Context: an optimization exercise on an open-source flow, tuned for small area and a short achievable clock period. The choices shown serve that exercise and are no tape-out recipe. RTL that was checked went through simulation tests only; none was proved equivalent to the original. The RTL of runs 3 and 4 was laid out without a check of its function. Power and IR drop assume default switching activity.

File: design/flow/constraint.sdc
create_clock -name core_clock -period 6.5 [get_ports {clk}]
set_input_delay 1.3000 -clock core_clock [delete_from_list [all_inputs] [get_ports {clk}]]
set_output_delay 1.3000 -clock core_clock [all_outputs]
set_load 0.01 [all_outputs]
File: design/flow/config.mk
export PLATFORM = sky130hd
export DESIGN_NAME = mem_responder
export DESIGN_NICKNAME = mem_responder
export VERILOG_FILES = /design/flow/design.v
export SDC_FILE = /design/flow/constraint.sdc
export NUM_CORES = 4
export LEC_CHECK = 0
export CAP_MARGIN = 20
export CORE_MARGIN = 2
export CORE_UTILIZATION = 40
export CTS_BUF_LIST = sky130_fd_sc_hd__clkbuf_8
export SETUP_SLACK_MARGIN = 3.6
export SLEW_MARGIN = 20
File: design/flow/run.sh
#!/bin/bash
# synth_recipe.tcl (not shown) runs the flow's synth.tcl, then flattens the netlist and writes it again
# the make line also repeats each setting of config.mk as NAME=value (left out here)
make -C /OpenROAD-flow-scripts/flow DESIGN_CONFIG=/design/flow/config.mk WORK_HOME=/design/flow/orfs CLKGATE_MAP_FILE= SYNTH_SCRIPT=/design/flow/synth_recipe.tcl finish
File: design/flow/design.v
package mem_responder_pkg;
  localparam int DEFAULT_AW = 8;
  localparam int DEFAULT_DW = 8;
  localparam int DEFAULT_RK = 6;
  typedef enum logic {
    ST_LOAD = 1'b0,
    ST_RUN  = 1'b1
  } state_e;
endpackage
module ram_sp_async #(
  parameter int AW = 8,
  parameter int DW = 8,
  parameter int RK = 6
) (
  input  logic          clk,
  input  logic          i_we,
  input  logic [AW-1:0] i_waddr,
  input  logic [DW-1:0] i_wdata,
  input  logic          i_rzero,
  input  logic          i_rnew,
  input  logic [AW-1:0] i_raddr,
  input  logic [AW-1:0] i_raddr_n,
  output logic [DW-1:0] o_rdata
);
  localparam int NC = 2**(AW-RK);
  logic [DW-1:0] r_mem [2**AW];
  logic          r_pw_we;
  logic [AW-1:0] r_pw_addr;
  logic [DW-1:0] r_pw_data;
  logic [DW-1:0] r_cand [NC];
  logic [DW-1:0] w_cand [NC];
  logic          w_hit_pw;
  logic          w_hit_pw0;
  logic          w_hit_now;
  logic [NC-1:0] r_psel;
  logic [AW-1:0] w_raddr_next;
  logic [DW-1:0] w_rdata;
  always_ff @(posedge clk) begin
    r_pw_we   <= i_we;
    r_pw_addr <= i_waddr;
    r_pw_data <= i_wdata;
  end
  logic [2**AW-1:0] w_bwe;
  always_comb begin
    for (int a = 0; a < 2**AW; a++) begin
      w_bwe[a] = r_pw_we && (r_pw_addr == AW'(a));
    end
  end
  always_ff @(posedge clk) begin
    for (int a = 0; a < 2**AW; a++) begin
      if (w_bwe[a]) begin
        r_mem[a] <= r_pw_data;
      end
    end
  end
  logic [DW*(2**AW)-1:0] w_lvl [RK+1];
  always_comb begin
    for (int a = 0; a < 2**AW; a++) begin
      w_lvl[0][a*DW +: DW] = r_mem[a];
    end
    for (int l = 0; l < RK; l++) begin
      w_lvl[l+1] = '0;
      for (int i = 0; i < 2**(AW-l-1); i++) begin
        w_lvl[l+1][i*DW +: DW] = i_raddr_n[l] ? w_lvl[l][(2*i+1)*DW +: DW]
                                              : w_lvl[l][(2*i)*DW +: DW];
      end
    end
  end
  assign w_hit_pw  = r_pw_we && (r_pw_addr[RK-1:0] == i_raddr_n[RK-1:0]);
  assign w_hit_pw0 = r_pw_we && (r_pw_addr[RK-1:0] == '0);
  assign w_hit_now = i_we && (i_waddr[RK-1:0] == (i_rnew ? i_raddr_n[RK-1:0] : i_raddr[RK-1:0]));
  always_comb begin
    for (int j = 0; j < NC; j++) begin
      if (w_hit_now && ((int'(i_waddr) >> RK) == j)) begin
        w_cand[j] = i_wdata;
      end else if (i_rzero) begin
        if (w_hit_pw0 && ((int'(r_pw_addr) >> RK) == j)) begin
          w_cand[j] = r_pw_data;
        end else begin
          w_cand[j] = r_mem[j << RK];
        end
      end else if (!i_rnew) begin
        w_cand[j] = r_cand[j];
      end else if (w_hit_pw && ((int'(r_pw_addr) >> RK) == j)) begin
        w_cand[j] = r_pw_data;
      end else begin
        w_cand[j] = w_lvl[RK][j*DW +: DW];
      end
    end
  end
  always_ff @(posedge clk) begin
    for (int j = 0; j < NC; j++) begin
      r_cand[j] <= w_cand[j];
    end
  end
  assign w_raddr_next = i_rzero ? '0 : (i_rnew ? i_raddr_n : i_raddr);
  always_ff @(posedge clk) begin
    for (int j = 0; j < NC; j++) begin
      r_psel[j] <= ((int'(w_raddr_next) >> RK) == j);
    end
  end
  always_comb begin
    w_rdata = '0;
    for (int j = 0; j < NC; j++) begin
      w_rdata = w_rdata | (r_cand[j] & {DW{r_psel[j]}});
    end
  end
  assign o_rdata = w_rdata;
endmodule
module mem_responder #(
  parameter int AW = mem_responder_pkg::DEFAULT_AW,
  parameter int DW = mem_responder_pkg::DEFAULT_DW
) (
  input  logic          clk,
  input  logic          rst,
  input  logic [DW-1:0] bus_in,
  input  logic          AR_load,
  input  logic          memory_WE,
  output logic [DW-1:0] mem_out,
  input  logic          ld_valid,
  input  logic [DW-1:0] ld_data,
  input  logic          ld_last,
  output logic          ld_ready,
  input  logic          ld_restart,
  output logic          cpu_hold,
  output logic [AW-1:0] dev_ptr
);
  mem_responder_pkg::state_e r_state;
  mem_responder_pkg::state_e w_state_next;
  logic [AW-1:0] r_ptr;
  logic [AW-1:0] w_ptr_next;
  logic [AW-1:0] r_ar;
  logic [AW-1:0] w_ar_next;
  logic          w_we;
  logic [AW-1:0] w_waddr;
  logic [DW-1:0] w_wdata;
  logic          w_ar_new;
  logic [AW-1:0] w_raddr_new;
  logic          w_load;
  assign w_load = (r_state == mem_responder_pkg::ST_LOAD);
  always_ff @(posedge clk) begin
    if (!rst) begin
      r_state <= mem_responder_pkg::ST_LOAD;
      r_ptr   <= '0;
      r_ar    <= '0;
    end else begin
      r_state <= w_state_next;
      r_ptr   <= w_ptr_next;
      r_ar    <= w_ar_next;
    end
  end
  assign w_waddr = w_load ? r_ptr : r_ar;
  assign w_wdata = w_load ? ld_data : bus_in;
  assign w_we    = rst && !ld_restart && (w_load ? ld_valid : memory_WE);
  assign w_ar_new  = !w_load && !ld_restart && AR_load;
  assign w_ar_next = w_ar_new ? AW'(bus_in) : r_ar;
  always_comb begin
    w_state_next = r_state;
    w_ptr_next   = r_ptr;
    if (ld_restart) begin
      w_state_next = mem_responder_pkg::ST_LOAD;
      w_ptr_next   = '0;
    end else if (w_load && ld_valid) begin
      w_ptr_next = r_ptr + 1'b1;
      if (ld_last || (r_ptr == '1)) begin
        w_state_next = mem_responder_pkg::ST_RUN;
      end
    end
  end
  assign w_raddr_new = AW'(bus_in);
  ram_sp_async #(
    .AW(AW),
    .DW(DW),
    .RK(mem_responder_pkg::DEFAULT_RK)
  ) u_ram (
    .clk       (clk),
    .i_we      (w_we),
    .i_waddr   (w_waddr),
    .i_wdata   (w_wdata),
    .i_rzero   (!rst),
    .i_rnew    (w_ar_new),
    .i_raddr   (r_ar),
    .i_raddr_n (w_raddr_new),
    .o_rdata   (mem_out)
  );
  assign ld_ready = w_load;
  assign cpu_hold = w_load;
  assign dev_ptr  = r_ptr;
endmodule
==> results of run 1 <==
==> worst reg2reg max path, stage by stage, from the launching register on <==
cell and delay, ps:
dfxtp_1 670, nor2b_2 700, nand2_2 640, nor2_2 680
==> cells in the mapped netlist, types with 11 or more instances <==
cell type / number
a211oi_1: 18
a21oi_1: 53
a221oi_1: 18
a22o_1: 20
a22oi_1: 59
buf_2: 58
buf_4: 42
buf_6: 29
clkbuf_1: 104
dfxtp_1: 38
edfxtp_1: 2080
inv_1: 14
mux2_2: 24
mux2i_1: 124
mux4_2: 501
nand2_1: 138
nand3_1: 31
nor2_1: 302
nor2b_1: 18
nor3_1: 31
nor4_1: 15
o21ai_1: 15
o221ai_1: 28
o22a_1: 17
o22ai_1: 82
xor2_1: 11
==> state kept, by name, summed over array words and instances (netlist names) <==
name,count
r_ar,8
r_ptr,8
r_state,1
u_ram.r_cand,32
u_ram.r_mem,2048
u_ram.r_psel,4
u_ram.r_pw_addr,8
u_ram.r_pw_data,8
u_ram.r_pw_we,1
==> logic make-up (layout without fill, tap and decap cells) <==
kind of cell               count (synthesis)  in the layout  share of synthesized area
DFF                                     2118           2118                     0.7608
AOI/OAI and AO/OA                        384            384                    0.03341
muxes                                    651            651                     0.1543
xor gates and xnor gates                  21             21                   0.002304
other                                      0              3                          0
adders and majority gates                  1              1                  0.0001505
buffers and inverters                    264            863                    0.01798
and+or+nand+nor                          590            590                    0.03109
==> area by class of cell <==
cell class              count  area, sq um  share of cell area
flip-flops and latches   2118        63290              0.6571
well taps                2704         3383             0.03513
clock buffers             363         4996             0.05187
multi-input cells        1647        20280              0.2106
clock inverters           245         1245             0.01293
diodes                      3        7.507          0.00007795
repair buffers            238         3025             0.03141
inverters                  17        85.08           0.0008834
==> power by group <==
group | switching [uW] | total [uW] | leakage (uW) | internal (uW)
Combinational | 1050 | 1650 | 0.00765 | 596
Sequential | 84.3 | 15200 | 0.0190 | 15100
Clock | 5220 | 10700 | 0.00356 | 5510
==> routing by layer <==
layer	global-route usage	share of wire	up-vias
met4	0.08386	0.039	4
met2	0.3506	0.46	2525
met1	0.3202	0.40	23660
met5	0	0.00012	-
met3	0.05286	0.10	430
li1	-	-	17580
==> path summary, 6_finish.rpt <==
check / startpoint / endpoint / slack [ps] / cells past startpoint
worst max register to register: u_ram.r_pw_addr[6]$_DFF_P_ / u_ram.r_mem[96][0]$_DFFE_PP_ / 3380 / 3
worst min-delay path: r_ar[5]$_SDFFE_PN0P_ / r_ar[5]$_SDFFE_PN0P_ / 530 / 2
worst max-delay path: u_ram.r_cand[2][7]$_DFFE_PP_ / mem_out[7] / 3090 / 3
worst min register to register: r_ar[5]$_SDFFE_PN0P_ / r_ar[5]$_SDFFE_PN0P_ / 530 / 2
==> repair_timing <==
item,CTS,global route
endpoints found under the hold margin,0,0
resized for setup,433,215
setup buffers,26,39
pin swaps,17,13
setup endpoints to repair,1739,1505
cloned,17,7
==> through the flow <==
step	instances	util	total power [uW]	worst slack (ps)
2_1_floorplan	4029	-	16310	3157
3_3_place_gp	6634	0.4190	16900	1595
3_5_place_dp	6634	0.4190	16920	1604
4_1_cts	7285	0.4586	27670	3060
5_1_grt	7333	0.4656	28390	3057
6_report	7335	0.4656	27560	3093
==> flow_metrics.py, run 1 <==
metrics = {
    "synth": {
        "synthCells": 4029,
        "synth_top_area_share": 0.7516,
        "synth_warnings": 6,
        "synth_cell_types": 79,
        "synth_area_sq_mm": 0.08310,
        "synth_edf_count": 2080,
        "yosys_register_bits": 2118,
        "syn_nets": 4053,
        "ys.flop_type": "edfxtp_1",
        "syn_avg_cell_area_sq_um": 20.63,
        "async_flop_share": 0,
        "yosys-top-cells-area": "edfxtp_1 (75%), mux4_2 (14%), mux2i_1 (1.5%), nor2_1 (1.4%), dfxtp_1 (0.92%)",
        "synth_seq_area_share": 0.7608,
        "synth_top_area_cell": "edfxtp_1",
    },
    "die": {
        "die-area_sq_mm": 0.2114,
        "die-height_microns": 459.8,
        "die_w_microns": 459.8,
        "core_sq_mm": 0.2069,
        "initial_utilization": 0.4017,
        "row_count": 167,
        "io_pins": 41,
    },
    "worst_setup_path": {
        "crit_path_end_kind": "output port",
        "arrival_ps": 2110,
        "critPathTopFamily": "flip-flops",
        "cp-start-kind": "flip-flop",
        "cp.buffers_inverters": 1,
        "path_max_fanout": 1,
        "cp.required_ps": 5200,
        "path_cells": "a22oi_2, nand2_1, buf_2",
        "max_stage_delay_ps": 430,
        "criticalPathCategory": "flip-flop to output port",
        "cpMaxStageDelayCell": "edfxtp_1",
    },
    "sta": {
        "finalCriticalPeriod_ps": 3407,
        "setup_viol": 0,
        "relSlewSlack": 0.2511,
        "worst_slew_pin_slew_ps": 1123,
        "clock.fmax_mhz": 293.5,
        "fin_skew_ps": 93.13,
        "rsz0062_at_grt": "yes",
        "fin_setup_tns_ps": 0,
        "drv_slew": 0,
        "whs_ps": 529.7,
        "period_share": 0.5242,
        "hold_violations": 0,
    },
    "global_route": {
        "antenna_found_initial": 4,
        "grt_pass1_wl_microns": 339000,
        "first_global_vias": 43360,
        "grt_overflow": 0,
        "grt_max_degree": 167,
        "grt_usage": 0.2287,
    },
    "clock_network": {
        "tritoncts": "done",
        "path_clk_slew_ps": 70,
        "cts.sinks": 2118,
        "cts_max_level": 5,
        "ctsHoldBuffers": 0,
        "cts_root_buf": "clkbuf_8",
        "clkLatencyLatePin_ps": 1070,
        "clockBufferDepth": 4,
        "cts_buffers": 351,
    },
    "drt": {
        "avgViaCountPerCell": 6.025,
        "drc": 0,
        "route.vias.total": 44190,
        "ant_nets": 0,
        "detail_route.wl_per_cell_microns": 33.48,
        "drt_wl_total_microns": 245600,
        "drtPass1Iterations": 5,
        "drt_iter0_drc": 6083,
    },
    "layout": {
        "final_net_count": 4397,
        "drive_gt1_frac": 0.3453,
        "final_cell_mix": "edfxtp_1 (2080), mux4_2 (501), clkbuf_8 (363)",
        "final_area_sq_mm": 0.09631,
        "final_common_cell": "edfxtp_1",
        "final.fill_count": 17200,
        "areaGrowthSynthToFinish_pct": 15.90,
    },
    "power": {
        "cellLeakagePower_uw": 0.03024,
        "power.density_mw_per_mm2": 286.2,
        "ir_drop_uv": 143.0,
    },
    "job": {
        "drv_cap": 0,
    },
    "place": {
        "place_congestion": 0.9763,
        "placed_area_sq_mm": 0.08667,
        "hpwl_microns": 147400,
        "portBuffers": 40,
    },
    "status": {
        "status": "timing/DRC/antenna clean",
    },
    "hold_path": {
        "hp-class": "flip-flop to flip-flop",
    },
}
==> run 2: changes to the inputs <==
--- a/design/flow/config.mk
+++ b/design/flow/config.mk
@@ -9,5 +9,5 @@
 export CORE_MARGIN = 2
 export CORE_UTILIZATION = 40
 export CTS_BUF_LIST = sky130_fd_sc_hd__clkbuf_8
-export SETUP_SLACK_MARGIN = 3.6
+export SETUP_SLACK_MARGIN = 4.2
 export SLEW_MARGIN = 20
==> flow_metrics.py, run 2 <==
metrics = {
    "place": {
        "hpwl_microns": 143600,
        "preCtsSetupSlack_ps": 1466,
        "portBuffers": 40,
        "place_congestion": 0.9557,
    },
    "synth": {
        "synth_cell_types": 79,
        "synth_warnings": 6,
        "synthCells": 4029,
        "yosys_register_bits": 2118,
        "syn_nets": 4053,
        "synth_top_area_cell": "edfxtp_1",
        "synth_common_cells": "edfxtp_1 (2080), mux4_2 (501), nor2_1 (302), nand2_1 (138), mux2i_1 (124)",
        "synth_top_area_share": 0.7516,
        "synth_area_sq_mm": 0.08310,
        "synth_seq_area_share": 0.7608,
        "async_flop_share": 0,
        "synth_edf_count": 2080,
        "syn_avg_cell_area_sq_um": 20.63,
        "ys.flop_type": "edfxtp_1",
        "yosys-top-cells-area": "edfxtp_1 (75%), mux4_2 (14%), mux2i_1 (1.5%), nor2_1 (1.4%), dfxtp_1 (0.92%)",
        "synth_most_common_cell": "edfxtp_1",
    },
    "sta": {
        "whs_ps": 540.2,
        "clock.fmax_mhz": 289.0,
        "fin_skew_ps": 128.3,
        "period_share": 0.5324,
        "rsz0062_at_grt": "yes",
        "fin_setup_tns_ps": 0,
        "worst_slew_pin_slew_ps": 1040,
        "finalCriticalPeriod_ps": 3460,
        "drv_slew": 0,
        "hold_violations": 0,
        "relSlewSlack": 0.3064,
        "timing.final.ws_setup_ps": 3040,
        "setup_viol": 0,
    },
    "die": {
        "io_pins": 41,
        "die-area_sq_mm": 0.2114,
        "die_w_microns": 459.8,
        "die-height_microns": 459.8,
        "core_sq_mm": 0.2069,
        "initial_utilization": 0.4017,
        "row_count": 167,
    },
    "global_route": {
        "antenna_found_initial": 2,
        "grt_pass1_wl_microns": 352300,
        "grt_usage": 0.2381,
        "grt_max_degree": 113,
        "grt_overflow": 0,
        "first_global_vias": 44870,
    },
    "worst_setup_path": {
        "cp-start-kind": "flip-flop",
        "cp.required_ps": 5200,
        "crit_path_end_kind": "output port",
        "cp-startpoint": "u_ram.r_cand[0][2]$_DFFE_PP_",
        "arrival_ps": 2160,
        "path_max_fanout": 1,
        "reg2reg_from": "r_state$_SDFFE_PP0P_",
        "criticalPathCategory": "flip-flop to output port",
    },
    "hold_path": {
        "hold_path.startpoint": "r_ar[5]$_SDFFE_PN0P_",
        "hp-class": "flip-flop to flip-flop",
    },
    "drt": {
        "drt_iter0_drc": 6729,
        "drt_wl_total_microns": 255200,
        "avgViaCountPerCell": 6.090,
        "detail_route.wl_per_cell_microns": 33.80,
        "ant_nets": 0,
        "drtPass1Iterations": 6,
        "route.vias.total": 45980,
        "drc": 0,
    },
    "layout": {
        "final_net_count": 4612,
        "final_cell_mix": "edfxtp_1 (2080), mux4_2 (501), clkbuf_8 (361)",
        "regMostFlops": "u_ram.r_mem",
        "top_regs": "u_ram.r_mem x2048, u_ram.r_cand x32",
        "final_common_cell": "edfxtp_1",
        "largest_reg_flops": 2048,
        "areaGrowthSynthToFinish_pct": 22.47,
        "drive_gt1_frac": 0.4138,
    },
    "clock_network": {
        "ctsHoldBuffers": 0,
        "cts.sinks": 2118,
        "cts_max_level": 5,
        "clkLatencyLatePin_ps": 1130,
        "tritoncts": "done",
        "clockBufferDepth": 4,
        "cts_buffers": 350,
        "cts_root_buf": "clkbuf_8",
        "path_clk_slew_ps": 60,
    },
    "power": {
        "power.density_mw_per_mm2": 271.9,
        "cellLeakagePower_uw": 0.03209,
        "ir_drop_uv": 255.3,
    },
    "job": {
        "drv_cap": 0,
    },
    "status": {
        "status": "timing/DRC/antenna clean",
    },
}
run 2: cell type report:
type	instances	area, sq um
multi-input combinational	1649	22810
clock buffer	361	4969
timing repair buffer	452	6093
inverter	17	93.84
clock inverter	243	1115
fill	16480	105100
tap	2704	3383
antenna	6	15.01
sequential	2118	63300
run 2: timing repair:
| item | in CTS | in global routing |
|---|---|---|
| gates cloned | 39 | 2 |
| gates resized for setup | 1047 | 216 |
| pin swaps | 103 | 137 |
| buffers inserted | 164 | 108 |
| endpoints found under the setup margin | 2591 | 1656 |
run 2: path summary, 6_finish.rpt:
check | cells past startpoint | slack (ps) | end
worst max-delay path | 3 | 3040 | mem_out[2]
worst min-delay path | 2 | 540 | r_ar[5]$_SDFFE_PN0P_
worst max register to register | 9 | 3750 | u_ram.r_cand[1][7]$_DFFE_PP_
worst min register to register | 2 | 540 | r_ar[5]$_SDFFE_PN0P_
run 2: logic make-up (layout without fill, tap and decap cells):
logic type | Yosys count | after routing | synth area share
multiplexers | 651 | 651 | 0.1543
XOR/XNOR | 21 | 21 | 0.002304
AO/OA/AOI/OAI | 384 | 384 | 0.03341
buffers and inverters | 264 | 1073 | 0.01798
flip-flops | 2118 | 2118 | 0.7608
AND/OR/NAND/NOR | 590 | 592 | 0.03109
other | 0 | 6 | 0
adder cells (fa/ha/maj) | 1 | 1 | 0.0001505
run 2: report_power, final:
group / switching [uW] / leakage, uW / internal, uW
clock network: 5230 / 0.00351 / 5320
registers: 79.7 / 0.0190 / 15100
logic: 1190 / 0.00954 / 759
run 2: critical path, cell delays in order (launching register included):
cell      delay [ps]
edfxtp_1         430
a22oi_2          290
nand2_2          180
buf_6            170
run 2: metal layers:
metal,vias to the layer above,share of wire,track usage,wire length (microns)
met2,2987,0.46,0.3619,117500
met3,555,0.11,0.05722,27540
li1,18040,-,-,-
met1,24400,0.38,0.3242,97280
met4,0,0.051,0.1130,12910
met5,-,0,0,0
run 2: metrics by stage:
step	total power, uW	std cells	utilization	cell area [sq um]
5_1_grt	28430	7549	0.4920	101800
4_1_cts	27690	7434	0.4804	99380
2_1_floorplan	16300	4029	-	83540
6_report	27680	7550	0.4920	101800
3_3_place_gp	16880	6627	0.4184	86550
3_5_place_dp	16900	6627	0.4184	86550
==> run 3: changes to the inputs <==
--- a/design/flow/design.v
+++ b/design/flow/design.v
@@ -1,7 +1,7 @@
 package mem_responder_pkg;
   localparam int DEFAULT_AW = 8;
   localparam int DEFAULT_DW = 8;
-  localparam int DEFAULT_RK = 6;
+  localparam int DEFAULT_RK = 8;
   typedef enum logic {
     ST_LOAD = 1'b0,
     ST_RUN  = 1'b1
--- a/design/flow/config.mk
+++ b/design/flow/config.mk
@@ -9,5 +9,5 @@
 export CORE_MARGIN = 2
 export CORE_UTILIZATION = 40
 export CTS_BUF_LIST = sky130_fd_sc_hd__clkbuf_8
-export SETUP_SLACK_MARGIN = 4.2
+export SETUP_SLACK_MARGIN = 3.6
 export SLEW_MARGIN = 20
==> flow_metrics.py, run 3 <==
metrics = {
    "synth": {
        "synth_area_sq_mm": 0.08185,
        "ys.flop_type": "edfxtp_1",
        "yosys.area_share.adder": 0.0001529,
        "yosys_register_bits": 2090,
        "synth_edf_count": 2048,
        "syn_avg_cell_area_sq_um": 20.37,
        "synth_xor_area_frac": 0.003317,
        "synthCells": 4019,
        "synth_seq_area_share": 0.7616,
        "syn_nets": 4043,
        "synth_compound_area_frac": 0.03227,
        "yosys-top-cells-area": "edfxtp_1 (75%), mux4_2 (12%), mux2i_1 (2.5%), nor2_1 (1.4%), dfxtp_1 (1.0%)",
        "synth_warnings": 6,
        "synth_common_cells": "edfxtp_1 (2048), mux4_2 (441), nor2_1 (303), mux2i_1 (201), nand2_1 (120)",
        "synth_top_family_by_area": "multiplexers",
        "synth_most_common_cell": "edfxtp_1",
        "synth_cell_types": 73,
        "synthMuxAreaShare": 0.1511,
        "synthSimpleGateAreaFrac": 0.03135,
        "async_flop_share": 0,
        "synth_top_area_cell": "edfxtp_1",
        "synth_top_area_share": 0.7513,
    },
    "power": {
        "power_uw": 27010,
        "power.density_mw_per_mm2": 285.2,
        "cellLeakagePower_uw": 0.02993,
        "ir_drop_uv": 223.4,
    },
    "place": {
        "portBuffers": 40,
        "place_congestion": 0.9457,
        "placed_area_sq_mm": 0.08521,
        "hpwl_microns": 146900,
    },
    "job": {
        "drv_cap": 0,
    },
    "global_route": {
        "grt_util_met1": 0.3182,
        "antenna_found_initial": 13,
        "grt_overflow": 0,
        "grt_usage": 0.2354,
        "grt_pass1_wl_microns": 344000,
        "first_global_vias": 43350,
        "grt_util_met2": 0.3580,
        "top_usage_layer": "met2",
        "grt_max_degree": 170,
        "grtUsageMet3": 0.06112,
    },
    "drt": {
        "avgViaCountPerCell": 6.047,
        "route.vias.total": 44330,
        "drt_iter0_drc": 6543,
        "detail_route.wl_per_cell_microns": 34.14,
        "ant_nets": 0,
        "drt_wl_total_microns": 250300,
        "drc": 0,
        "drtPass1Iterations": 6,
    },
    "sta": {
        "rsz0062_at_grt": "yes",
        "fin_skew_ps": 101.3,
        "hold_violations": 0,
        "worst_slew_pin_slew_ps": 1201,
        "clock.fmax_mhz": 295.6,
        "finalCriticalPeriod_ps": 3383,
        "drv_slew": 0,
        "fin_setup_tns_ps": 0,
        "period_share": 0.5204,
        "setup_viol": 0,
        "relSlewSlack": 0.1972,
    },
    "hold_path": {
        "hold_path.startpoint": "u_ram.r_mem[0][4]$_DFF_P_",
        "hp-class": "flip-flop to flip-flop",
    },
    "die": {
        "io_pins": 41,
        "row_count": 166,
        "die-area_sq_mm": 0.2083,
        "initial_utilization": 0.4013,
        "die_w_microns": 456.4,
        "die-height_microns": 456.4,
        "core_sq_mm": 0.2040,
    },
    "status": {
        "status": "timing/DRC/antenna clean",
    },
    "worst_setup_path": {
        "criticalPathCategory": "flip-flop to flip-flop",
        "max_stage_delay_ps": 850,
        "cp.required_ps": 7150,
        "cp-start-kind": "flip-flop",
        "arrival_ps": 4030,
        "reg2reg_from": "u_ram.r_pw_addr[7]$_DFF_P_",
        "cpMaxStageDelayCell": "nand2_1",
        "path_max_fanout": 16,
        "path_cells": "nor2b_1, nand2_1, nor2_2",
        "cp-startpoint": "u_ram.r_pw_addr[7]$_DFF_P_",
        "crit_path_end_kind": "flip-flop",
    },
    "clock_network": {
        "cts_root_buf": "clkbuf_8",
        "cts_buffers": 345,
        "path_clk_slew_ps": 60,
        "cts_max_level": 5,
        "tritoncts": "done",
        "cts.sinks": 2090,
        "clkLatencyLatePin_ps": 1060,
        "clockBufferDepth": 4,
    },
    "layout": {
        "drive_gt1_frac": 0.3282,
        "final_area_sq_mm": 0.09471,
        "final.fill_count": 17080,
        "largest_reg_flops": 2048,
        "final_cell_mix": "edfxtp_1 (2048), mux4_2 (442), clkbuf_8 (356)",
        "final_net_count": 4427,
        "final_common_cell": "edfxtp_1",
        "fin_util": 0.4644,
        "regMostFlops": "u_ram.r_mem",
        "areaGrowthSynthToFinish_pct": 15.71,
    },
}
==> run 3: cell types whose count changed in the layout (fill, tap and decap cells not counted), moves of 52 or more <==
cell     delta
buf_12     -64
buf_4      -52
mux2i_1    +82
mux4_2     -59
nor2_2    +152
nor2_4    -180
==> run 3: layout make-up <==
type	instances	area, sq um	area share
flip-flops and latches	2090	62410	0.6589
multi-input cells	1676	19530	0.2062
clock buffers	355	4886	0.05159
repair buffers	277	3422	0.03613
well taps	2688	3363	0.03551
clock inverters	226	1007	0.01063
inverters	13	83.83	0.0008851
diodes	6	15.01	0.0001585
==> run 3: per-stage QoR <==
stage               instances  hold WS (ps)  setup slack, ps
floorplan                4019         482.3             3130
global placement         6629         513.7             1088
detailed placement       6630         520.0             1070
CTS                      7275         533.6             3349
global route             7328         547.3             3199
finish                   7331         546.0             3117
==> run 3: repair_timing <==
item                                    4_1_cts  5_1_grt
pin swaps                                    15       19
endpoints found under the setup margin     1583     1729
hold buffers                                  0        0
buffers inserted                             41       44
resized for setup                           409      280
gates cloned                                 23        5
==> run 3: critical path: cells and delay by family, from the launching register on <==
| kind | cells | cell delay (ps) |
|---|---|---|
| DFF | 1 | 740 |
| and+or+nand+nor | 3 | 2210 |
==> run 3: kinds of logic (layout without fill, tap and decap cells) <==
| logic type | after synthesis | after routing |
|---|---|---|
| flip-flops | 2090 | 2090 |
| multiplexers | 677 | 677 |
| AND/OR/NAND/NOR | 586 | 587 |
| AO/OA/AOI/OAI | 380 | 380 |
| buffers and inverters | 254 | 871 |
| XOR/XNOR | 31 | 31 |
| adder cells (fa/ha/maj) | 1 | 1 |
| other | 0 | 6 |
==> run 3: path summary, 6_finish.rpt <==
kind                                   endpoint  slack, ps  cells after the start
setup / recovery  u_ram.r_mem[128][0]$_DFFE_PP_       3120                      3
hold / removal        u_ram.r_mem[0][4]$_DFF_P_        550                      1
setup reg to reg  u_ram.r_mem[128][0]$_DFFE_PP_       3120                      3
hold reg to reg       u_ram.r_mem[0][4]$_DFF_P_        550                      1
==> run 3: where the power goes <==
group | internal, uW | switching, uW | total, uW
Clock | 5180 | 5110 | 10300
Combinational | 620 | 1100 | 1720
Sequential | 14900 | 108 | 15000
Total | 20700 | 6320 | 27000
==> run 3: per-layer routing <==
metal / vias to the layer above / share of wire
met2: 2718 / 0.46
li1: 17450 / -
met4: 8 / 0.046
met3: 530 / 0.11
met5: - / 0.00025
met1: 23630 / 0.38
==> run 4: changes to the inputs <==
--- a/design/flow/config.mk
+++ b/design/flow/config.mk
@@ -9,5 +9,5 @@
 export CORE_MARGIN = 2
 export CORE_UTILIZATION = 40
 export CTS_BUF_LIST = sky130_fd_sc_hd__clkbuf_8
-export SETUP_SLACK_MARGIN = 3.6
+export SETUP_SLACK_MARGIN = 3.4
 export SLEW_MARGIN = 20
==> flow_metrics.py, run 4 <==
metrics = {
    "status": {
        "status": "timing/DRC/antenna clean",
    },
    "sta": {
        "fin_setup_tns_ps": 0,
        "setup_viol": 0,
        "finalCriticalPeriod_ps": 3408,
        "rsz0062_at_grt": "yes",
        "clock.fmax_mhz": 293.4,
        "fin_skew_ps": 97.70,
        "whs_ps": 547.6,
        "worst_slew_pin_slew_ps": 1289,
        "relSlewSlack": 0.1385,
        "period_share": 0.5244,
        "hold_violations": 0,
        "drv_slew": 0,
    },
    "worst_setup_path": {
        "cp-start-kind": "flip-flop",
        "path_max_fanout": 16,
        "crit_path_end_kind": "flip-flop",
        "reg2reg_from": "u_ram.r_pw_addr[7]$_DFF_P_",
        "arrival_ps": 4050,
        "criticalPathCategory": "flip-flop to flip-flop",
        "cp.required_ps": 7140,
        "r2r_slack_ps": 3090,
        "cp-startpoint": "u_ram.r_pw_addr[7]$_DFF_P_",
    },
    "place": {
        "portBuffers": 40,
        "place_congestion": 0.9457,
        "hpwl_microns": 146900,
    },
    "clock_network": {
        "cts.sinks": 2090,
        "clockBufferDepth": 4,
        "ctsHoldBuffers": 0,
        "cts_buffers": 345,
        "path_clk_slew_ps": 70,
        "cts_max_level": 5,
        "clkLatencyLatePin_ps": 1060,
        "tritoncts": "done",
        "cts_root_buf": "clkbuf_8",
    },
    "die": {
        "die-height_microns": 456.4,
        "initial_utilization": 0.4013,
        "io_pins": 41,
        "die-area_sq_mm": 0.2083,
        "die_w_microns": 456.4,
        "row_count": 166,
        "core_sq_mm": 0.2040,
    },
    "drt": {
        "drc": 0,
        "detail_route.wl_per_cell_microns": 33.84,
        "drt_iter0_drc": 6019,
        "ant_nets": 0,
        "avgViaCountPerCell": 5.990,
        "drtPass1Iterations": 5,
        "route.vias.total": 43420,
        "drt_wl_total_microns": 245300,
    },
    "global_route": {
        "grt_max_degree": 170,
        "grt_usage": 0.2312,
        "grt_pass1_wl_microns": 338800,
        "grt_overflow": 0,
        "first_global_vias": 43010,
        "antenna_found_initial": 13,
    },
    "layout": {
        "final_net_count": 4348,
        "final_common_cell": "edfxtp_1",
        "largest_reg_flops": 2048,
        "regMostFlops": "u_ram.r_mem",
        "final_cell_mix": "edfxtp_1 (2048), mux4_2 (442), clkbuf_8 (356)",
        "final.fill_count": 17280,
        "areaGrowthSynthToFinish_pct": 13.12,
        "drive_gt1_frac": 0.2764,
    },
    "synth": {
        "synth_warnings": 6,
        "async_flop_share": 0,
        "synth_cell_types": 73,
        "yosys-top-cells-area": "edfxtp_1 (75%), mux4_2 (12%), mux2i_1 (2.5%), nor2_1 (1.4%), dfxtp_1 (1.0%)",
        "yosys_register_bits": 2090,
        "synth_top_area_cell": "edfxtp_1",
        "synth_top_area_share": 0.7513,
        "synth_common_cells": "edfxtp_1 (2048), mux4_2 (441), nor2_1 (303), mux2i_1 (201), nand2_1 (120)",
        "synth_area_sq_mm": 0.08185,
        "syn_avg_cell_area_sq_um": 20.37,
        "synthCells": 4019,
        "syn_nets": 4043,
        "synth_seq_area_share": 0.7616,
        "synth_most_common_cell": "edfxtp_1",
        "synth_edf_count": 2048,
        "ys.flop_type": "edfxtp_1",
    },
    "power": {
        "clockPowerShare": 0.383,
        "p_int_uw": 20610,
        "p_sw_uw": 6257,
        "p_sw_frac": 0.2329,
        "comb_power_share": 0.059,
        "ir_drop_uv": 221.0,
        "cellLeakagePower_uw": 0.02921,
        "seq_power_share": 0.558,
        "power.density_mw_per_mm2": 290.2,
    },
    "hold_path": {
        "hp-class": "flip-flop to flip-flop",
        "hold_path.startpoint": "u_ram.r_mem[0][6]$_DFF_P_",
    },
    "job": {
        "drv_cap": 0,
    },
}
## run 4: repair_timing
| item | CTS | global route |
|---|---|---|
| pin swaps | 7 | 5 |
| setup endpoints to repair | 784 | 1120 |
| resized for setup | 190 | 152 |
| setup buffers | 14 | 1 |
| gates cloned | 13 | 3 |
## run 4: stage by stage
stage               area (sq um)  worst slack (ps)  utilization  power [uW]  cells
global route               92590              3136       0.4540       27670   7249
global placement           85190              1088       0.4177       16740   6629
floorplan                  82030              3130            -       16120   4019
detailed placement         85210              1070       0.4178       16760   6630
CTS                        91960              3055       0.4509       27000   7238
finish                     92590              3092       0.4540       26870   7249
## run 4: cell type report
class                      instances  area [sq um]  area share
multi-input combinational       1676         18580      0.2006
clock inverter                   226          1007     0.01088
inverter                          13         63.81   0.0006892
antenna                            3         7.507  0.00008108
tap                             2688          3363     0.03632
sequential                      2090         62400      0.6739
clock buffer                     355          4886     0.05277
timing repair buffer             198          2290     0.02473
## run 4: kinds of logic (layout without fill, tap and decap cells)
family | after synthesis | after routing | share of synthesized area
and+or+nand+nor | 586 | 587 | 0.03135
adders and majority gates | 1 | 1 | 0.0001528
muxes | 677 | 677 | 0.1511
xor gates and xnor gates | 31 | 31 | 0.003317
AOI/OAI and AO/OA | 380 | 380 | 0.03227
other | 0 | 3 | 0
DFF | 2090 | 2090 | 0.7616
buffers and inverters | 254 | 792 | 0.02019
## run 4: per-layer routing
metal	vias to the layer above	share of wire	GRT usage
li1	17250	-	-
met1	23100	0.39	0.3140
met2	2510	0.46	0.3503
met3	555	0.10	0.05863
met4	14	0.049	0.1091
met5	-	0.00037	0
## run 4: worst max-delay path, stage by stage, from the launching register on
cell,delay (ps)
dfxtp_1,710
nor2b_1,550
nand2_1,780
nor2_1,930
## run 4: power by group through the flow
stage	clock network [uW]	registers [uW]	logic (uW)
final	10300	15000	1590
after global routing	11000	15000	1640
after CTS	10400	15000	1540
after detailed placement	0	15300	1460
after global placement	0	15300	1450
after floorplan	0	15300	775
## run 4: worst paths after layout
check                                                      to  depth (start not counted)
worst max-delay path            u_ram.r_mem[135][0]$_DFFE_PP_                          3
worst min-delay path                u_ram.r_mem[0][6]$_DFF_P_                          1
worst max register to register  u_ram.r_mem[135][0]$_DFFE_PP_                          3
worst min register to register      u_ram.r_mem[0][6]$_DFF_P_                          1
==> run 5: changes to the inputs <==
--- a/design/flow/design.v
+++ b/design/flow/design.v
@@ -1,7 +1,7 @@
 package mem_responder_pkg;
   localparam int DEFAULT_AW = 8;
   localparam int DEFAULT_DW = 8;
-  localparam int DEFAULT_RK = 8;
+  localparam int DEFAULT_RK = 6;
   typedef enum logic {
     ST_LOAD = 1'b0,
     ST_RUN  = 1'b1
--- a/design/flow/config.mk
+++ b/design/flow/config.mk
@@ -5,9 +5,10 @@
 export SDC_FILE = /design/flow/constraint.sdc
 export NUM_CORES = 4
 export LEC_CHECK = 0
+export ABC_CLOCK_PERIOD_IN_PS = 3000
 export CAP_MARGIN = 20
 export CORE_MARGIN = 2
 export CORE_UTILIZATION = 40
 export CTS_BUF_LIST = sky130_fd_sc_hd__clkbuf_8
-export SETUP_SLACK_MARGIN = 3.4
+export SETUP_SLACK_MARGIN = 3.0
 export SLEW_MARGIN = 20
==> flow_metrics.py, run 5 <==
metrics = {
    "sta": {
        "finalCriticalPeriod_ps": 3567,
        "hold_violations": 0,
        "timing.final.ws_setup_ps": 2933,
        "whs_ps": 518.6,
        "period_share": 0.5488,
        "relSlewSlack": 0.2238,
        "rsz0062_at_grt": "yes",
        "fin_skew_ps": 84.98,
        "clock.fmax_mhz": 280.3,
        "drv_slew": 0,
        "fin_setup_tns_ps": 0,
        "worst_slew_pin_slew_ps": 1160,
        "setup_viol": 0,
    },
    "synth": {
        "synth_top_area_cell": "edfxtp_1",
        "synth_edf_count": 2080,
        "synth_common_cells": "edfxtp_1 (2080), mux4_2 (501), nor2_1 (302), nand2_1 (138), mux2i_1 (124)",
        "yosys-top-cells-area": "edfxtp_1 (75%), mux4_2 (14%), mux2i_1 (1.5%), nor2_1 (1.4%), dfxtp_1 (0.92%)",
        "synth_seq_area_share": 0.7608,
        "synth_most_common_cell": "edfxtp_1",
        "synth_cell_types": 79,
        "syn_nets": 4053,
        "yosys_register_bits": 2118,
        "ys.flop_type": "edfxtp_1",
        "synthCells": 4029,
        "synth_area_sq_mm": 0.08310,
        "synth_top_area_share": 0.7516,
        "async_flop_share": 0,
        "syn_avg_cell_area_sq_um": 20.63,
        "synth_warnings": 6,
    },
    "drt": {
        "ant_nets": 0,
        "avgViaCountPerCell": 6.000,
        "drt_wl_total_microns": 237300,
        "drt_iter0_drc": 5761,
        "drc": 0,
        "detail_route.wl_per_cell_microns": 32.68,
        "drtPass1Iterations": 6,
        "route.vias.total": 43570,
    },
    "clock_network": {
        "cts.sinks": 2118,
        "cts_max_level": 5,
        "tritoncts": "done",
        "cts_root_buf": "clkbuf_8",
        "ctsHoldBuffers": 0,
        "clkLatencyLatePin_ps": 1040,
        "cts_buffers": 350,
        "clockBufferDepth": 4,
        "path_clk_slew_ps": 70,
    },
    "place": {
        "portBuffers": 40,
        "place_congestion": 0.9925,
        "preCtsSetupSlack_ps": 1210,
        "hpwl_microns": 145800,
    },
    "layout": {
        "areaGrowthSynthToFinish_pct": 11.97,
        "top_regs": "u_ram.r_mem x2048, u_ram.r_cand x32",
        "final_common_cell": "edfxtp_1",
        "final_cell_mix": "edfxtp_1 (2080), mux4_2 (501), clkbuf_8 (360)",
        "largest_reg_flops": 2048,
        "regMostFlops": "u_ram.r_mem",
        "drive_gt1_frac": 0.2540,
        "final_net_count": 4325,
    },
    "worst_setup_path": {
        "criticalPathCategory": "flip-flop to flip-flop",
        "crit_path_end_kind": "flip-flop",
        "cp.required_ps": 7120,
        "critPathTopFamily": "simple AND/OR/NAND/NOR gates",
        "cpMaxStageDelayCell": "nor2_1",
        "cp-start-kind": "flip-flop",
        "max_stage_delay_ps": 1030,
        "path_max_fanout": 16,
        "cp.buffers_inverters": 0,
        "arrival_ps": 4190,
        "path_cells": "nor2b_1, nand3_1, nor2_1",
    },
    "power": {
        "seq_power_share": 0.561,
        "ir_drop_uv": 203.6,
        "comb_power_share": 0.053,
        "p_int_uw": 20850,
        "p_sw_frac": 0.2303,
        "cellLeakagePower_uw": 0.02930,
        "p_sw_uw": 6239,
        "clockPowerShare": 0.385,
        "power.density_mw_per_mm2": 291.1,
    },
    "status": {
        "status": "timing/DRC/antenna clean",
    },
    "die": {
        "row_count": 167,
        "core_sq_mm": 0.2069,
        "io_pins": 41,
        "die-area_sq_mm": 0.2114,
        "initial_utilization": 0.4017,
        "die-height_microns": 459.8,
        "die_w_microns": 459.8,
    },
    "job": {
        "drv_cap": 0,
    },
    "global_route": {
        "grt_max_degree": 107,
        "grt_usage": 0.2221,
        "antenna_found_initial": 10,
        "first_global_vias": 43210,
        "grt_overflow": 0,
        "grt_pass1_wl_microns": 330800,
    },
    "hold_path": {
        "hp-class": "flip-flop to flip-flop",
    },
}
## run 5: cell types whose count changed after synthesis, sizes merged, moves of 13 or more
cell,before,now
buf,130,143
mux4,443,501
a22oi,85,59
nand3,44,31
nor3,18,33
edfxtp,2048,2080
o22ai,48,82
a22o,3,20
o21ai,48,20
nand2,120,140
mux2i,201,124
o22a,1,17
## run 5: stage by stage
stage / power (uW) / area [sq um] / utilization / std cells
3_3_place_gp: 16880 / 86560 / 0.4185 / 6643
4_1_cts: 27270 / 92770 / 0.4485 / 7248
6_report: 27090 / 93050 / 0.4498 / 7262
2_1_floorplan: 16290 / 83110 / - / 4029
5_1_grt: 27940 / 93040 / 0.4498 / 7259
3_5_place_dp: 16900 / 86570 / 0.4185 / 6643
## run 5: cell type report
type                            count  area, sq um
Tap cell                         2704         3383
Clock buffer                      360         4955
Multi-Input combinational cell   1647        18660
Antenna cell                        7        17.52
Sequential cell                  2118        63260
Clock inverter                    242         1084
Timing Repair Buffer              167         1623
Fill cell                       17630       113800
Inverter                           17        67.56
## run 5: cell families after synthesis
kind of cell | Yosys count | synth area share
AOI/OAI and AO/OA | 384 | 0.03341
xor gates and xnor gates | 21 | 0.002304
and+or+nand+nor | 590 | 0.03109
DFF | 2118 | 0.7608
muxes | 651 | 0.1543
adders and majority gates | 1 | 0.0001505
buffers and inverters | 264 | 0.01798
## run 5: power groups by stage
| stage | Combinational (uW) | Sequential, uW | Clock, uW |
|---|---|---|---|
| after floorplan | 742 | 15500 | 0 |
| after global placement | 1410 | 15500 | 0 |
| after detailed placement | 1420 | 15500 | 0 |
| after CTS | 1430 | 15200 | 10600 |
| after global routing | 1510 | 15200 | 11200 |
| final | 1450 | 15200 | 10400 |
## run 5: layer usage
| metal | vias up | share of wire | GRT usage |
|---|---|---|---|
| li1 | 17380 | - | - |
| met3 | 553 | 0.093 | 0.05308 |
| met2 | 2408 | 0.47 | 0.3432 |
| met4 | 4 | 0.045 | 0.09706 |
| met5 | - | 0.00011 | 0 |
| met1 | 23230 | 0.39 | 0.3010 |
## run 5: worst paths after layout
path | startpoint | endpoint | slack, ps | cells past startpoint
setup / recovery | u_ram.r_pw_addr[6]$_DFF_P_ | u_ram.r_mem[126][5]$_DFFE_PP_ | 2930 | 3
hold / removal | r_ar[5]$_SDFFE_PN0P_ | r_ar[5]$_SDFFE_PN0P_ | 520 | 2
setup reg to reg | u_ram.r_pw_addr[6]$_DFF_P_ | u_ram.r_mem[126][5]$_DFFE_PP_ | 2930 | 3
hold reg to reg | r_ar[5]$_SDFFE_PN0P_ | r_ar[5]$_SDFFE_PN0P_ | 520 | 2
## run 5: timing repair
| item | 4_1_cts | 5_1_grt |
|---|---|---|
| cloned | 1 | 3 |
| setup buffers | 2 | 3 |
| setup endpoints to repair | 74 | 83 |
| resized for setup | 41 | 42 |
| pin swaps | 3 | 13 |
## run 5: tightest hold or removal path: stages (launching register included)
cell and delay [ps]:
dfxtp_1 350, nand2_1 70, a21oi_1 60
==> run 6: changes to the inputs <==
--- a/design/flow/design.v
+++ b/design/flow/design.v
@@ -1,7 +1,7 @@
 package mem_responder_pkg;
   localparam int DEFAULT_AW = 8;
   localparam int DEFAULT_DW = 8;
-  localparam int DEFAULT_RK = 6;
+  localparam int DEFAULT_RK = 8;
   typedef enum logic {
     ST_LOAD = 1'b0,
     ST_RUN  = 1'b1
@@ -40,10 +40,21 @@
     r_pw_addr <= i_waddr;
     r_pw_data <= i_wdata;
   end
+  localparam int HW = AW / 2;
+  logic [2**HW-1:0]      r_pw_lo;
+  logic [2**(AW-HW)-1:0] r_pw_hi;
+  always_ff @(posedge clk) begin
+    for (int i = 0; i < 2**HW; i++) begin
+      r_pw_lo[i] <= i_we && (i_waddr[HW-1:0] == HW'(i));
+    end
+    for (int i = 0; i < 2**(AW-HW); i++) begin
+      r_pw_hi[i] <= (i_waddr[AW-1:HW] == (AW-HW)'(i));
+    end
+  end
   logic [2**AW-1:0] w_bwe;
   always_comb begin
     for (int a = 0; a < 2**AW; a++) begin
-      w_bwe[a] = r_pw_we && (r_pw_addr == AW'(a));
+      w_bwe[a] = r_pw_hi[a >> HW] && r_pw_lo[a % (2**HW)];
     end
   end
   always_ff @(posedge clk) begin
==> design/flow/config.mk (replaced) <==
export PLATFORM = sky130hd
export DESIGN_NAME = mem_responder
export DESIGN_NICKNAME = mem_responder
export VERILOG_FILES = /design/flow/design.v
export SDC_FILE = /design/flow/constraint.sdc
export NUM_CORES = 4
export LEC_CHECK = 0
export CAP_MARGIN = 20
export CORE_MARGIN = 2
export CORE_UTILIZATION = 40
export CTS_BUF_LIST = sky130_fd_sc_hd__clkbuf_16
export CTS_CLUSTER_DIAMETER = 80
export CTS_CLUSTER_SIZE = 24
export SETUP_SLACK_MARGIN = 3.5
export SLEW_MARGIN = 20
==> flow_metrics.py, run 6 <==
metrics = {
    "drt": {
        "drt_iter0_drc": 6723,
        "ant_nets": 0,
        "avgViaCountPerCell": 6.173,
        "drt_wl_total_microns": 259500,
        "detail_route.wl_per_cell_microns": 36.11,
        "drtPass1Iterations": 6,
        "route.vias.total": 44360,
        "drc": 0,
    },
    "hold_path": {
        "hold-path-cell-count": 2,
        "hp-class": "flip-flop to flip-flop",
    },
    "layout": {
        "final_cell_mix": "edfxtp_1 (2056), mux4_2 (369), and2_1 (265)",
        "drive_gt1_frac": 0.2338,
        "largest_reg_flops": 2048,
        "regMostFlops": "u_ram.r_mem",
        "final_net_count": 4300,
        "final_cells": 7186,
        "top_regs": "u_ram.r_mem x2048, u_ram.r_pw_hi x16, u_ram.r_pw_lo x16",
        "areaGrowthSynthToFinish_pct": 11.99,
        "final_common_cell": "edfxtp_1",
        "fin_util": 0.4494,
    },
    "job": {
        "drv_cap": 0,
    },
    "die": {
        "row_count": 168,
        "die_w_microns": 462.1,
        "core_sq_mm": 0.2092,
        "io_pins": 41,
        "die-area_sq_mm": 0.2135,
        "initial_utilization": 0.4013,
        "die-height_microns": 462.1,
    },
    "status": {
        "status": "timing/DRC/antenna clean",
    },
    "power": {
        "power.density_mw_per_mm2": 264.0,
        "p_sw_frac": 0.2288,
        "clockPowerShare": 0.319,
        "ir_drop_uv": 220.4,
        "p_int_uw": 19140,
        "seq_power_share": 0.611,
        "comb_power_share": 0.070,
        "cellLeakagePower_uw": 0.02972,
        "p_sw_uw": 5676,
    },
    "synth": {
        "synth_most_common_cell": "edfxtp_1",
        "synthCells": 4119,
        "synth_xor_area_frac": 0.002922,
        "synthMuxAreaShare": 0.1487,
        "synth_area_sq_mm": 0.08393,
        "synth_top_family_by_area": "multiplexers",
        "synth_common_cells": "edfxtp_1 (2056), mux4_2 (362), and2_1 (268), mux2i_1 (219), nand2_1 (102)",
        "syn_avg_cell_area_sq_um": 20.38,
        "synth_warnings": 6,
        "synth_cell_types": 80,
        "ys.flop_type": "edfxtp_1",
        "synth_top_area_share": 0.7356,
        "synthSimpleGateAreaFrac": 0.04147,
        "syn_nets": 4143,
        "synth_compound_area_frac": 0.03263,
        "synth_seq_area_share": 0.7514,
        "synth_top_area_cell": "edfxtp_1",
        "yosys.area_share.adder": 0.0001491,
        "synth_edf_count": 2056,
        "async_flop_share": 0,
        "yosys_register_bits": 2122,
        "yosys-top-cells-area": "edfxtp_1 (74%), mux4_2 (9.7%), mux2i_1 (2.6%), mux4_1 (2.0%), and2_1 (2.0%)",
    },
    "worst_setup_path": {
        "path_cells": "buf_8, nor2b_4, buf_4, a22oi_1, and3_1, a2111oi_2, a211oi_1, a221oi_1",
        "max_stage_delay_ps": 580,
        "cp-start-kind": "primary input",
        "cpMaxStageDelayCell": "a2111oi_2",
        "crit_path_end_kind": "flip-flop",
        "path_max_fanout": 15,
        "cp.required_ps": 7070,
        "reg2reg_depth": 9,
        "criticalPathCategory": "primary input to flip-flop",
        "arrival_ps": 3840,
    },
    "sta": {
        "hold_violations": 0,
        "relSlewSlack": 0.1778,
        "period_share": 0.5026,
        "rsz0062_at_grt": "yes",
        "fin_skew_ps": 39.96,
        "clock.fmax_mhz": 306.1,
        "finalCriticalPeriod_ps": 3267,
        "whs_ps": 527.3,
        "drv_slew": 0,
        "worst_slew_pin_slew_ps": 1233,
        "setup_viol": 0,
        "fin_setup_tns_ps": 0,
    },
    "place": {
        "post-place-cells": 6828,
        "place_congestion": 0.9550,
        "portBuffers": 40,
        "hpwl_microns": 153300,
    },
    "clock_network": {
        "cts_root_buf": "clkbuf_16",
        "cts.sinks": 2122,
        "clockBufferDepth": 3,
        "cts_max_level": 3,
        "clkLatencyLatePin_ps": 800,
        "ctsHoldBuffers": 0,
        "cts_buffers": 110,
        "tritoncts": "done",
        "path_clk_slew_ps": 90,
    },
    "global_route": {
        "grt_pass1_wl_microns": 353500,
        "first_global_vias": 42360,
        "grt_overflow": 0,
        "grt_max_degree": 207,
        "antenna_found_initial": 24,
        "grt_usage": 0.2396,
    },
}
[run 6: changes by cell type in the layout (fill, tap and decap cells not counted), sizes merged, moves of 82 or more]
| cell | delta |
|---|---|
| mux2i | +95 |
| and2 | +264 |
| inv | -82 |
| nor2 | -210 |
| buf | +106 |
| clkbuf | -249 |
| clkinv | -95 |
[run 6: critical path, delay by kind of cell]
kind,cells,cell delay [ps]
buf+inv,2,710
simple gates,2,590
compound gates,4,1190
[run 6: layer usage]
metal,global-route usage,wire length (microns),vias up
li1,-,-,17300
met5,0,88,-
met1,0.3275,99700,23640
met2,0.3635,118200,2828
met4,0.1232,15500,12
met3,0.05018,26010,585
[run 6: path summary, 6_finish.rpt]
check                        startpoint                            to  slack (ps)
hold reg to reg   r_ptr[2]$_SDFFE_PP0P_         r_ptr[2]$_SDFFE_PP0P_         530
setup reg to reg   r_state$_SDFFE_PP0P_  u_ram.r_cand[0][0]$_DFFE_PP_        3560
setup / recovery              bus_in[3]  u_ram.r_cand[0][0]$_DFFE_PP_        3230
hold / removal    r_ptr[2]$_SDFFE_PP0P_         r_ptr[2]$_SDFFE_PP0P_         530
[run 6: through the flow]
stage | instance area [sq um] | total power, uW | setup slack, ps
floorplan | 83980 | 16280 | 3070
global placement | 87060 | 16880 | 1102
detailed placement | 87090 | 16900 | 1285
CTS | 93170 | 24820 | 3311
global route | 93920 | 25400 | 3341
finish | 93990 | 24810 | 3233
[run 6: power by group through the flow]
| stage | clock [uW] | sequential, uW | combinational [uW] |
|---|---|---|---|
| floorplan | 0 | 15500 | 744 |
| global placement | 0 | 15500 | 1410 |
| detailed placement | 0 | 15500 | 1430 |
| CTS | 8010 | 15200 | 1640 |
| global route | 8470 | 15200 | 1760 |
| finish | 7920 | 15200 | 1730 |
[run 6: cells by family after synthesis]
kind of cell	Yosys count
AO/OA/AOI/OAI	385
XOR/XNOR	28
adder cells (fa/ha/maj)	1
buffers and inverters	258
flip-flops	2122
multiplexers	684
AND/OR/NAND/NOR	641
[run 6: layout make-up]
cell class              count  area, sq um
fillers                 17600       115200
flip-flops and latches   2122        63120
multi-input cells        1742        20000
repair buffers            286         3740
well taps                2805         3510
clock buffers             113         2828
clock inverters            73        648.1
diodes                     31        77.57
inverters                  14        75.07
[run 6: what timing repair did]
action	CTS	global route
pin swaps	27	22
setup buffers	81	28
cloned	26	5
resized for setup	303	72
setup endpoints to repair	34	12
==> run 7: changes to the inputs <==
--- a/design/flow/config.mk
+++ b/design/flow/config.mk
@@ -8,8 +8,6 @@
 export CAP_MARGIN = 20
 export CORE_MARGIN = 2
 export CORE_UTILIZATION = 40
-export CTS_BUF_LIST = sky130_fd_sc_hd__clkbuf_16
-export CTS_CLUSTER_DIAMETER = 80
-export CTS_CLUSTER_SIZE = 24
+export CTS_BUF_LIST = sky130_fd_sc_hd__clkbuf_8
 export SETUP_SLACK_MARGIN = 3.5
 export SLEW_MARGIN = 20
==> flow_metrics.py, run 7 <==
metrics = {
    "global_route": {
        "antenna_found_initial": 21,
        "grt_overflow": 0,
        "grt_max_degree": 207,
        "first_global_vias": 44420,
        "grt_pass1_wl_microns": 354900,
        "grt_usage": 0.2393,
    },
    "power": {
        "cellLeakagePower_uw": 0.03103,
        "power.density_mw_per_mm2": 291.1,
        "ir_drop_uv": 188.1,
    },
    "worst_setup_path": {
        "r2r_end": "u_ram.r_cand[0][7]$_DFFE_PP_",
        "cp.required_ps": 7370,
        "cpMaxStageDelayCell": "or4_1",
        "crit_path_end_kind": "flip-flop",
        "max_stage_delay_ps": 610,
        "cp-startpoint": "bus_in[3]",
        "cp.buffers_inverters": 2,
        "arrival_ps": 4080,
        "cp-start-kind": "primary input",
        "cp.depth": 9,
        "critPathTopFamily": "simple AND/OR/NAND/NOR gates",
        "criticalPathCategory": "primary input to flip-flop",
        "path_max_fanout": 32,
        "r2r_slack_ps": 3600,
        "path_cells": "buf_6, buf_12, nand2b_4, or3_1, o211ai_1, nor3_1, nand4_1, or4_1, a31oi_1",
        "crit_end": "u_ram.r_cand[0][5]$_DFFE_PP_",
        "reg2reg_from": "u_ram.r_pw_data[7]$_DFF_P_",
        "reg2reg_depth": 5,
    },
    "sta": {
        "fin_setup_tns_ps": 0,
        "rsz0062_at_grt": "yes",
        "drv_slew": 0,
        "relSlewSlack": 0.1411,
        "timing.final.ws_setup_ps": 3281,
        "hold_violations": 0,
        "clock.fmax_mhz": 310.7,
        "fin_skew_ps": 77.90,
        "finalCriticalPeriod_ps": 3219,
        "setup_viol": 0,
        "period_share": 0.4952,
        "worst_slew_pin_slew_ps": 1288,
    },
    "place": {
        "post-place-cells": 6828,
        "place_congestion": 0.9550,
        "hpwl_microns": 153300,
        "portBuffers": 40,
        "preCtsSetupSlack_ps": 1285,
    },
    "layout": {
        "drive_gt1_frac": 0.2453,
        "areaGrowthSynthToFinish_pct": 13.49,
        "regMostFlops": "u_ram.r_mem",
        "largest_reg_flops": 2048,
        "final_common_cell": "edfxtp_1",
        "final_cells": 7539,
        "final_net_count": 4477,
        "final_cell_mix": "edfxtp_1 (2056), clkbuf_8 (380), mux4_2 (366)",
        "top_regs": "u_ram.r_mem x2048, u_ram.r_pw_hi x16, u_ram.r_pw_lo x16",
    },
    "synth": {
        "yosys-top-cells-area": "edfxtp_1 (74%), mux4_2 (9.7%), mux2i_1 (2.6%), mux4_1 (2.0%), and2_1 (2.0%)",
        "synth_common_cells": "edfxtp_1 (2056), mux4_2 (362), and2_1 (268), mux2i_1 (219), nand2_1 (102)",
        "synth_area_sq_mm": 0.08393,
        "synth_cell_types": 80,
        "synth_seq_area_share": 0.7514,
        "syn_nets": 4143,
        "synth_warnings": 6,
        "async_flop_share": 0,
        "synth_top_area_share": 0.7356,
        "yosys_register_bits": 2122,
        "syn_avg_cell_area_sq_um": 20.38,
        "synth_most_common_cell": "edfxtp_1",
        "ys.flop_type": "edfxtp_1",
        "synth_edf_count": 2056,
        "synthCells": 4119,
        "synth_top_area_cell": "edfxtp_1",
    },
    "die": {
        "core_sq_mm": 0.2092,
        "io_pins": 41,
        "die-area_sq_mm": 0.2135,
        "initial_utilization": 0.4013,
        "row_count": 168,
        "die-height_microns": 462.1,
        "die_w_microns": 462.1,
    },
    "drt": {
        "ant_nets": 0,
        "wl_met2_microns": 118700,
        "top_layer_used": "met5",
        "drt_wl_total_microns": 258900,
        "avgViaCountPerCell": 5.968,
        "m1WireLength_microns": 98900,
        "route.vias.total": 44990,
        "wl_met3_microns": 26990,
        "drtPass1Iterations": 8,
        "detail_route.wl_per_cell_microns": 34.34,
        "drt_iter0_drc": 6599,
        "drc": 0,
    },
    "clock_network": {
        "clkLatencyLatePin_ps": 1030,
        "tritoncts": "done",
        "cts_max_level": 5,
        "cts_buffers": 362,
        "cts_root_buf": "clkbuf_8",
        "clockBufferDepth": 4,
        "cts.sinks": 2122,
        "path_clk_slew_ps": 60,
    },
    "job": {
        "drv_cap": 0,
    },
    "status": {
        "status": "timing/DRC/antenna clean",
    },
    "hold_path": {
        "hp-class": "flip-flop to flip-flop",
    },
}
[run 7: cell count changes in the layout (fill, tap and decap cells not counted), moves of 10 or more]
cell | before | now
clkinv_2 | 7 | 40
clkbuf_16 | 118 | 6
a22oi_2 | 18 | 4
clkbuf_8 | 0 | 380
inv_6 | 12 | 2
diode_2 | 31 | 10
dlygate4sd2_1 | 11 | 0
buf_8 | 15 | 5
buf_16 | 25 | 11
clkinv_1 | 6 | 80
inv_1 | 29 | 130
buf_4 | 141 | 110
a22oi_1 | 58 | 72
[run 7: what timing repair did]
item / CTS / global route
pin swaps: 5 / 4
hold buffers: 0 / 0
setup endpoints to repair: 34 / 17
buffers inserted: 43 / 2
resized for setup: 211 / 38
gates cloned: 14 / 6
[run 7: cells by family (layout without fill, tap and decap cells)]
logic type	count (synthesis)	after routing	synth area share
AO/OA/AOI/OAI	385	385	0.03263
flip-flops	2122	2122	0.7514
other	0	10	0
AND/OR/NAND/NOR	641	644	0.04147
XOR/XNOR	28	28	0.002922
adder cells (fa/ha/maj)	1	1	0.0001491
multiplexers	684	684	0.1487
buffers and inverters	258	860	0.02273
[run 7: worst min-delay path by stage]
stage | start | end | slack [ps] | depth (start not counted)
after floorplan | r_ar[3]$_SDFF_PN0_ | r_ar[3]$_SDFF_PN0_ | 540 | 2
after global placement | r_ptr[2]$_SDFFE_PP0P_ | r_ptr[2]$_SDFFE_PP0P_ | 540 | 2
after global routing | r_ptr[5]$_SDFFE_PP0P_ | r_ptr[5]$_SDFFE_PP0P_ | 580 | 2
after detailed placement | r_ptr[2]$_SDFFE_PP0P_ | r_ptr[2]$_SDFFE_PP0P_ | 550 | 2
after CTS | r_ptr[2]$_SDFFE_PP0P_ | r_ptr[2]$_SDFFE_PP0P_ | 530 | 2
final | r_ptr[2]$_SDFFE_PP0P_ | r_ptr[2]$_SDFFE_PP0P_ | 530 | 2
[run 7: metal layers]
metal,track usage,up-vias
li1,-,17800
met3,0.05706,619
met2,0.3641,2891
met5,0,-
met4,0.1240,6
met1,0.3209,23680
[run 7: cell type report]
cell class / count / area [sq um]
Tap cell: 2805 / 3510
Fill cell: 17670 / 113900
Sequential cell: 2122 / 63120
Timing Repair Buffer: 211 / 2562
Multi-Input combinational cell: 1742 / 19500
Inverter: 14 / 75.07
Antenna cell: 10 / 25.02
Clock buffer: 380 / 5230
Clock inverter: 255 / 1222
[run 7: metrics by stage]
step	utilization	instance area (sq um)	total power, uW	hold WS (ps)
after floorplan	-	83980	16280	536.3
after detailed placement	0.4164	87090	16900	554.8
after global routing	0.4553	95230	28480	575.2
after global placement	0.4163	87060	16880	539.5
after CTS	0.4536	94870	27800	532.4
final	0.4554	95250	27720	530.5
[run 7: power breakdown]
part	internal (uW)	switching [uW]
registers	15100	100
clock network	5660	5290
logic	533	1060
total	21300	6450
[run 7: tightest hold or removal path: stages (launching register included)]
cell and delay, ps:
dfxtp_4 360, o21ai_0 70, a21oi_1 60
==> run 8: changes to the inputs <==
--- a/design/flow/config.mk
+++ b/design/flow/config.mk
@@ -7,7 +7,7 @@
 export LEC_CHECK = 0
 export CAP_MARGIN = 20
 export CORE_MARGIN = 2
-export CORE_UTILIZATION = 40
+export CORE_UTILIZATION = 50
 export CTS_BUF_LIST = sky130_fd_sc_hd__clkbuf_8
 export SETUP_SLACK_MARGIN = 3.5
 export SLEW_MARGIN = 20
==> flow_metrics.py, run 8 <==
metrics = {
    "synth": {
        "synth_common_cells": "edfxtp_1 (2056), mux4_2 (362), and2_1 (268), mux2i_1 (219), nand2_1 (102)",
        "syn_avg_cell_area_sq_um": 20.38,
        "synth_area_sq_mm": 0.08393,
        "synth_warnings": 6,
        "synthCells": 4119,
        "async_flop_share": 0,
        "synth_top_area_cell": "edfxtp_1",
        "synth_seq_area_share": 0.7514,
        "yosys_register_bits": 2122,
        "yosys-top-cells-area": "edfxtp_1 (74%), mux4_2 (9.7%), mux2i_1 (2.6%), mux4_1 (2.0%), and2_1 (2.0%)",
        "synth_top_area_share": 0.7356,
        "syn_nets": 4143,
        "ys.flop_type": "edfxtp_1",
        "synth_edf_count": 2056,
        "synth_most_common_cell": "edfxtp_1",
        "synth_cell_types": 80,
    },
    "drt": {
        "drt_iter0_drc": 7267,
        "drc": 0,
        "detail_route.wl_per_cell_microns": 36.98,
        "avgViaCountPerCell": 6.516,
        "drtPass1Iterations": 10,
        "ant_nets": 0,
        "route.vias.total": 45480,
        "drt_wl_total_microns": 258100,
    },
    "die": {
        "die-area_sq_mm": 0.1711,
        "die-height_microns": 413.7,
        "io_pins": 41,
        "core_sq_mm": 0.1670,
        "row_count": 150,
        "die_w_microns": 413.7,
        "initial_utilization": 0.5024,
    },
    "hold_path": {
        "hold_path.startpoint": "r_ptr[2]$_SDFFE_PP0P_",
        "hp-class": "flip-flop to flip-flop",
    },
    "worst_setup_path": {
        "critPathTopFamily": "simple AND/OR/NAND/NOR gates",
        "cp.buffers_inverters": 3,
        "path_max_fanout": 28,
        "cp-start-kind": "primary input",
        "cpMaxStageDelayCell": "nand4_1",
        "criticalPathCategory": "primary input to flip-flop",
        "arrival_ps": 4260,
        "reg2reg_from": "u_ram.r_mem[243][1]$_DFFE_PP_",
        "cp.required_ps": 7390,
        "path_cells": "clkbuf_4, buf_8, clkinv_4, nand2b_2, nor3_2, nor4_2, nand4_1, o2111ai_2, o21a_1",
        "r2r_slack_ps": 3620,
        "max_stage_delay_ps": 570,
        "crit_path_end_kind": "flip-flop",
        "cp-startpoint": "bus_in[7]",
    },
    "power": {
        "ir_drop_uv": 272.3,
        "power.density_mw_per_mm2": 291.5,
        "cellLeakagePower_uw": 0.03109,
    },
    "global_route": {
        "antenna_found_initial": 27,
        "first_global_vias": 43820,
        "grt_pass1_wl_microns": 353300,
        "grt_usage": 0.3012,
        "grt_overflow": 0,
        "grt_max_degree": 206,
    },
    "sta": {
        "fin_skew_ps": 74.98,
        "finalCriticalPeriod_ps": 3363,
        "hold_violations": 0,
        "period_share": 0.5174,
        "clock.fmax_mhz": 297.3,
        "rsz0062_at_grt": "yes",
        "setup_viol": 0,
        "drv_slew": 0,
        "worst_slew_pin_slew_ps": 1102,
        "relSlewSlack": 0.2641,
        "fin_setup_tns_ps": 0,
    },
    "clock_network": {
        "tritoncts": "done",
        "cts.sinks": 2122,
        "cts_root_buf": "clkbuf_8",
        "cts_max_level": 5,
        "path_clk_slew_ps": 60,
        "ctsHoldBuffers": 0,
        "cts_buffers": 356,
        "clkLatencyLatePin_ps": 1040,
        "clockBufferDepth": 4,
    },
    "status": {
        "status": "timing/DRC/antenna clean",
    },
    "layout": {
        "largest_reg_flops": 2048,
        "regMostFlops": "u_ram.r_mem",
        "drive_gt1_frac": 0.2408,
        "areaGrowthSynthToFinish_pct": 12.76,
        "fin_util": 0.5666,
        "final_cell_mix": "edfxtp_1 (2056), clkbuf_8 (382), mux4_2 (366)",
        "final_net_count": 4495,
        "top_regs": "u_ram.r_mem x2048, u_ram.r_pw_hi x16, u_ram.r_pw_lo x16",
        "final_common_cell": "edfxtp_1",
    },
    "place": {
        "portBuffers": 40,
        "hpwl_microns": 151100,
        "place_congestion": 0.9085,
    },
    "job": {
        "drv_cap": 0,
    },
}
run 8: changes by cell type in the layout (fill, tap and decap cells not counted), moves of 6 or more:
cell / change
diode_2: +27
clkinv_1: +12
clkinv_2: -11
buf_16: +7
inv_1: -6
run 8: cell families after synthesis:
kind of cell,after synthesis,share of synthesized area
compound gates,385,0.03263
xor+xnor,28,0.002922
fa+ha+maj,1,0.0001491
simple gates,641,0.04147
buf+inv,258,0.02273
mux,684,0.1487
flops,2122,0.7514
run 8: worst register-to-register path, delay by kind of cell (launching register included):
family	cells	cell delay (ps)
flip-flops	1	440
buffers and inverters	2	300
AND/OR/NAND/NOR	2	580
multiplexers	1	490
AO/OA/AOI/OAI	3	870
run 8: metrics by stage:
stage	total power [uW]	setup slack [ps]	cell area, sq um	std cells	hold WS (ps)
6_report	27590	3137	94630	6980	542.6
5_1_grt	28350	3310	94550	6947	594.9
4_1_cts	27650	3259	94010	6917	527.7
3_5_place_dp	16900	1076	86380	6235	547.5
3_3_place_gp	16890	863.8	86300	6231	537.6
2_1_floorplan	16280	3070	83980	4119	536.3
run 8: power breakdown:
group          switching (uW)  internal, uW
combinational            1080           547
clock                    5260          5530
sequential               86.1         15100
run 8: area by class of cell:
cell class,instances,area (sq um)
diodes,37,92.59
clock buffers,381,5244
multi-input cells,1741,19360
clock inverters,245,1086
inverters,14,71.32
well taps,2204,2758
repair buffers,236,2904
fillers,12590,72400
flip-flops and latches,2122,63120
run 8: repair_timing:
action | in CTS | in global routing
setup endpoints to repair | 34 | 16
endpoints found under the hold margin | 0 | 0
pin swaps | 5 | 9
setup buffers | 42 | 19
resized for setup | 207 | 43
cloned | 14 | 5
run 8: metal layers:
layer,vias to the layer above,share of wire,track usage
li1,17850,-,-
met2,3174,0.45,0.4403
met5,-,0.000050,0
met1,23960,0.39,0.4349
met4,2,0.041,0.1236
met3,501,0.12,0.07618
run 8: worst paths after layout:
check | to | cells past startpoint
hold reg to reg | r_ptr[2]$_SDFFE_PP0P_ | 2
setup reg to reg | u_ram.r_cand[0][1]$_DFFE_PP_ | 8
setup / recovery | u_ram.r_cand[0][4]$_DFFE_PP_ | 9
hold / removal | r_ptr[2]$_SDFFE_PP0P_ | 2

Check on run 8: ideal ports give 3.137 ns setup slack; a clkbuf_16 on the clock port and buf_2 on the inputs give 2.998 ns; moving port delays by the midpoint clock arrival (1.089 ns) as well gives 1.909 ns.
